This design comes from an exercise in tuning for small area and a short achievable clock period on the open sky130 flow, not from production work.
Function was checked by simulation only, so behaviour that the tests miss may differ from the original.
The clock port is modelled as an ideal driver, which makes a skipped or thinned clock tree look cheaper than it is; a real chip needs a root buffer or a tree.
Power is estimated from default activity; no workload was simulated.

Setup of lane 1:
// adder_tree_25
module adder_tree_25 (
    input  wire         clk,
    input  wire         rst,
    input  wire         data_v,
    input  wire [399:0] elems,
    output wire [15:0]  sum,
    output wire         sum_valid
);
    reg [4:0] vld;
    always @(posedge clk) begin
        if (!rst) vld <= 5'd0;
        else vld <= {vld[3:0], data_v};
    end
    assign sum_valid = vld[4];
    reg r0_0_0;
    reg r0_0_1;
    reg r0_0_2;
    reg r0_1_0;
    reg r0_1_1;
    reg r0_1_2;
    reg r0_1_3;
    reg r0_1_4;
    reg r0_1_5;
    reg r0_1_6;
    reg r0_1_7;
    reg r0_1_8;
    reg r0_1_9;
    reg r0_2_0;
    reg r0_2_1;
    reg r0_2_2;
    reg r0_2_3;
    reg r0_2_4;
    reg r0_2_5;
    reg r0_2_6;
    reg r0_2_7;
    reg r0_2_8;
    reg r0_2_9;
    reg r0_2_10;
    reg r0_2_11;
    reg r0_3_0;
    reg r0_3_1;
    reg r0_3_2;
    reg r0_3_3;
    reg r0_3_4;
    reg r0_3_5;
    reg r0_3_6;
    reg r0_3_7;
    reg r0_3_8;
    reg r0_3_9;
    reg r0_3_10;
    reg r0_3_11;
    reg r0_4_0;
    reg r0_4_1;
    reg r0_4_2;
    reg r0_4_3;
    reg r0_4_4;
    reg r0_4_5;
    reg r0_4_6;
    reg r0_4_7;
    reg r0_4_8;
    reg r0_4_9;
    reg r0_4_10;
    reg r0_4_11;
    reg r0_5_0;
    reg r0_5_1;
    reg r0_5_2;
    reg r0_5_3;
    reg r0_5_4;
    reg r0_5_5;
    reg r0_5_6;
    reg r0_5_7;
    reg r0_5_8;
    reg r0_5_9;
    reg r0_5_10;
    reg r0_5_11;
    reg r0_6_0;
    reg r0_6_1;
    reg r0_6_2;
    reg r0_6_3;
    reg r0_6_4;
    reg r0_6_5;
    reg r0_6_6;
    reg r0_6_7;
    reg r0_6_8;
    reg r0_6_9;
    reg r0_6_10;
    reg r0_6_11;
    reg r0_7_0;
    reg r0_7_1;
    reg r0_7_2;
    reg r0_7_3;
    reg r0_7_4;
    reg r0_7_5;
    reg r0_7_6;
    reg r0_7_7;
    reg r0_7_8;
    reg r0_7_9;
    reg r0_7_10;
    reg r0_7_11;
    reg r0_8_0;
    reg r0_8_1;
    reg r0_8_2;
    reg r0_8_3;
    reg r0_8_4;
    reg r0_8_5;
    reg r0_8_6;
    reg r0_8_7;
    reg r0_8_8;
    reg r0_8_9;
    reg r0_8_10;
    reg r0_8_11;
    reg r0_9_0;
    reg r0_9_1;
    reg r0_9_2;
    reg r0_9_3;
    reg r0_9_4;
    reg r0_9_5;
    reg r0_9_6;
    reg r0_9_7;
    reg r0_9_8;
    reg r0_9_9;
    reg r0_9_10;
  ...
Settings: LEC_CHECK=0, CAP_MARGIN=20, CORE_MARGIN=2, CORE_UTILIZATION=60, CTS_BUF_LIST=sky130_fd_sc_hd__clkbuf_16, CTS_CLUSTER_DIAMETER=80, CTS_CLUSTER_SIZE=30, SETUP_SLACK_MARGIN=1.5, SLEW_MARGIN=20, SYNTH_HIERARCHICAL=1; clock period 3.0 ns.
standard.sh (not shown) runs the stock make flow with config.mk's settings and CLKGATE_MAP_FILE= SYNTH_SCRIPT=/design/flow/synth_recipe.tcl, a recipe that flattens the netlist after the stock synthesis.
==> flow/flow/run.sh <==
#!/bin/bash
# The standard layout with two changes:
#  - buf_1 as the port buffer cell instead of the cell buffer_ports picks by
#    itself (clkdlybuf4s50_1, 2.7x the area)
#  - a two-level balanced clock tree (flow/clock_tree.tcl, hooked in through
#    PRE_CTS_TCL) in place of the three-level tree of clock_tree_synthesis
set -euo pipefail
export BUFFER_PORTS_ARGS="-buffer_cell sky130_fd_sc_hd__buf_1"
export PRE_CTS_TCL="$PWD/flow/clock_tree.tcl"
bash standard.sh > standard_flow.log 2>&1
Other scripts of this flow, unchanged in this note and not shown: flow/flow/clock_tree.tcl
Changes in lane 2 relative to lane 1:
--- a/flow/design.v
+++ b/flow/design.v
@@ -328,22 +328,20 @@
     reg r2_15_1;
     reg r3_0_0;
     reg r3_1_0;
     reg r3_2_0;
     reg r3_3_0;
     reg r3_4_0;
     reg r3_5_0;
     reg r3_6_0;
-    reg r3_6_1;
-    reg r3_6_2;
     reg r3_7_0;
-    reg r3_7_1;
     reg r3_8_0;
     reg r3_8_1;
+    reg r3_8_2;
     reg r3_9_0;
     reg r3_9_1;
     reg r3_10_0;
     reg r3_10_1;
     reg r3_11_0;
     reg r3_11_1;
     reg r3_12_0;
     reg r3_12_1;
@@ -1047,18 +1045,18 @@
     wire s692;
     wire c693;
     wire s694;
     wire c695;
     wire s696;
     wire c697;
     wire x698;
     wire [15:0] cpa_a, cpa_b;
-    wire [6:0] lo_add;
-    wire [10:0] hi_add;
+    wire [8:0] lo_add;
+    wire [8:0] hi_add;
     csa_fa u_s1 (.a(elems[0]), .b(elems[112]), .c(elems[128]), .s(s1), .co(c2));
     csa_fa u_s3 (.a(elems[144]), .b(elems[160]), .c(elems[16]), .s(s3), .co(c4));
     csa_fa u_s5 (.a(elems[176]), .b(elems[192]), .c(elems[208]), .s(s5), .co(c6));
     csa_fa u_s7 (.a(elems[224]), .b(elems[240]), .c(elems[256]), .s(s7), .co(c8));
     csa_fa u_s9 (.a(elems[272]), .b(elems[288]), .c(elems[304]), .s(s9), .co(c10));
     csa_fa u_s11 (.a(elems[320]), .b(elems[32]), .c(elems[336]), .s(s11), .co(c12));
     csa_fa u_s13 (.a(elems[352]), .b(elems[368]), .c(elems[384]), .s(s13), .co(c14));
     csa_fa u_s15 (.a(elems[48]), .b(elems[64]), .c(elems[80]), .s(s15), .co(c16));
@@ -1421,19 +1419,19 @@
     csa_fa u_s684 (.a(r2_8_0), .b(r2_8_1), .c(r2_8_2), .s(s684), .co(c685));
     csa_fa u_s686 (.a(r2_9_0), .b(r2_9_1), .c(r2_9_2), .s(s686), .co(c687));
     csa_fa u_s688 (.a(r2_10_0), .b(r2_10_1), .c(r2_10_2), .s(s688), .co(c689));
     csa_fa u_s690 (.a(r2_11_0), .b(r2_11_1), .c(r2_11_2), .s(s690), .co(c691));
     csa_fa u_s692 (.a(r2_12_0), .b(r2_12_1), .c(r2_12_2), .s(s692), .co(c693));
     csa_fa u_s694 (.a(r2_13_0), .b(r2_13_1), .c(r2_13_2), .s(s694), .co(c695));
     csa_fa u_s696 (.a(r2_14_0), .b(r2_14_1), .c(r2_14_2), .s(s696), .co(c697));
     assign x698 = r2_15_0 ^ r2_15_1;
-    assign lo_add = {1'b0, c677, s676, r2_3_0, r2_2_0, r2_1_0, r2_0_0} + {1'b0, s678, 1'b0, r2_3_1, 1'b0, 1'b0, 1'b0};
-    assign hi_add = {r3_15_0, r3_14_0, r3_13_0, r3_12_0, r3_11_0, r3_10_0, r3_9_0, r3_8_0, r3_7_0, r3_6_0, 1'b1} + {r3_15_1, r3_14_1, r3_13_1, r3_12_1, r3_11_1, r3_10_1, r3_9_1, r3_8_1, r3_7_1, r3_6_1, r3_6_2};
-    assign cpa_a = {hi_add[10:1], r3_5_0, r3_4_0, r3_3_0, r3_2_0, r3_1_0, r3_0_0};
+    assign lo_add = {1'b0, c681, c679, c677, s676, r2_3_0, r2_2_0, r2_1_0, r2_0_0} + {1'b0, s682, s680, s678, 1'b0, r2_3_1, 1'b0, 1'b0, 1'b0};
+    assign hi_add = {r3_15_0, r3_14_0, r3_13_0, r3_12_0, r3_11_0, r3_10_0, r3_9_0, r3_8_0, 1'b1} + {r3_15_1, r3_14_1, r3_13_1, r3_12_1, r3_11_1, r3_10_1, r3_9_1, r3_8_1, r3_8_2};
+    assign cpa_a = {hi_add[8:1], r3_7_0, r3_6_0, r3_5_0, r3_4_0, r3_3_0, r3_2_0, r3_1_0, r3_0_0};
     assign cpa_b = 16'd0;
     always @(posedge clk) begin
         r0_0_0 <= s17;
         r0_0_1 <= s19;
         r0_0_2 <= s21;
         r0_1_0 <= s35;
         r0_1_1 <= s37;
         r0_1_2 <= c18;
@@ -1734,23 +1732,21 @@
         r2_15_0 <= c670;
         r2_15_1 <= x675;
         r3_0_0 <= lo_add[0];
         r3_1_0 <= lo_add[1];
         r3_2_0 <= lo_add[2];
         r3_3_0 <= lo_add[3];
         r3_4_0 <= lo_add[4];
         r3_5_0 <= lo_add[5];
-        r3_6_0 <= c679;
-        r3_6_1 <= s680;
-        r3_6_2 <= lo_add[6];
-        r3_7_0 <= c681;
-        r3_7_1 <= s682;
+        r3_6_0 <= lo_add[6];
+        r3_7_0 <= lo_add[7];
         r3_8_0 <= c683;
         r3_8_1 <= s684;
+        r3_8_2 <= lo_add[8];
         r3_9_0 <= c685;
         r3_9_1 <= s686;
         r3_10_0 <= c687;
         r3_10_1 <= s688;
         r3_11_0 <= c689;
         r3_11_1 <= s690;
         r3_12_0 <= c691;
         r3_12_1 <= s692;
Findings:
Lane 2 finished end to end and its layout was clean on timing, DRC and antenna.
Lane 2 vs lane 1 — finished layout cell area dropped about 0.37%.
Number of signal-net inverters in the final layout for lane 2: 2 up relative to lane 1
As far as critical path depth goes, lane 2 and lane 1 are indistinguishable; the numbers are identical.
Lane 2 vs. lane 1: layout multi-input combinational cell count down about 1.2%; layout net count went down 0.31%; vias per cell neither gained nor lost much; internal power consumption has increased.
Lane 1 → lane 2: data required time at the worst endpoint saw little to no change, post-synthesis compound-gate area fraction saw little to no change.
In terms of number of failing hold endpoints at the final stage, lane 1 and lane 2 differ only marginally.
In every run of this note, the design's own scripts or RTL, not TritonCTS, make the clock network.

-- static timing again, ports no longer ideal --
The results above use ideal ports. As a check the final layouts listed here were re-extracted and re-timed, cells and wires unchanged.
Step 1, drivers: a clkbuf_16 drives clk and a buf_2 each remaining input, both assumed.
Step 2 times the ports against the registers' clock, not the clock port: input delays grow and output delays shrink by t, the midpoint of the rising clock arrivals with the driver on.
Three values: ideal ports, drivers, drivers and shift; two values: the first two.
run | t, ns | slack for setup (ns) | latest minus earliest clock arrival (ns) | slew at the worst register clock pin (ns) | worst slew at a driven data input, ns
lane 1 | 0.478 | 1.385 / 1.385 / 1.153 | 0.012 / 0.012 | 0.11 / 0.11 | 0.07
lane 2 | 0.484 | 1.368 / 1.368 / 1.083 | 0.011 / 0.010 | 0.10 / 0.10 | 0.07
After both steps every run listed still meets setup and hold. For lane 2, which loses most, drivers alone change the setup slack by 0.000 ns; drivers and shift together by -0.285 ns.
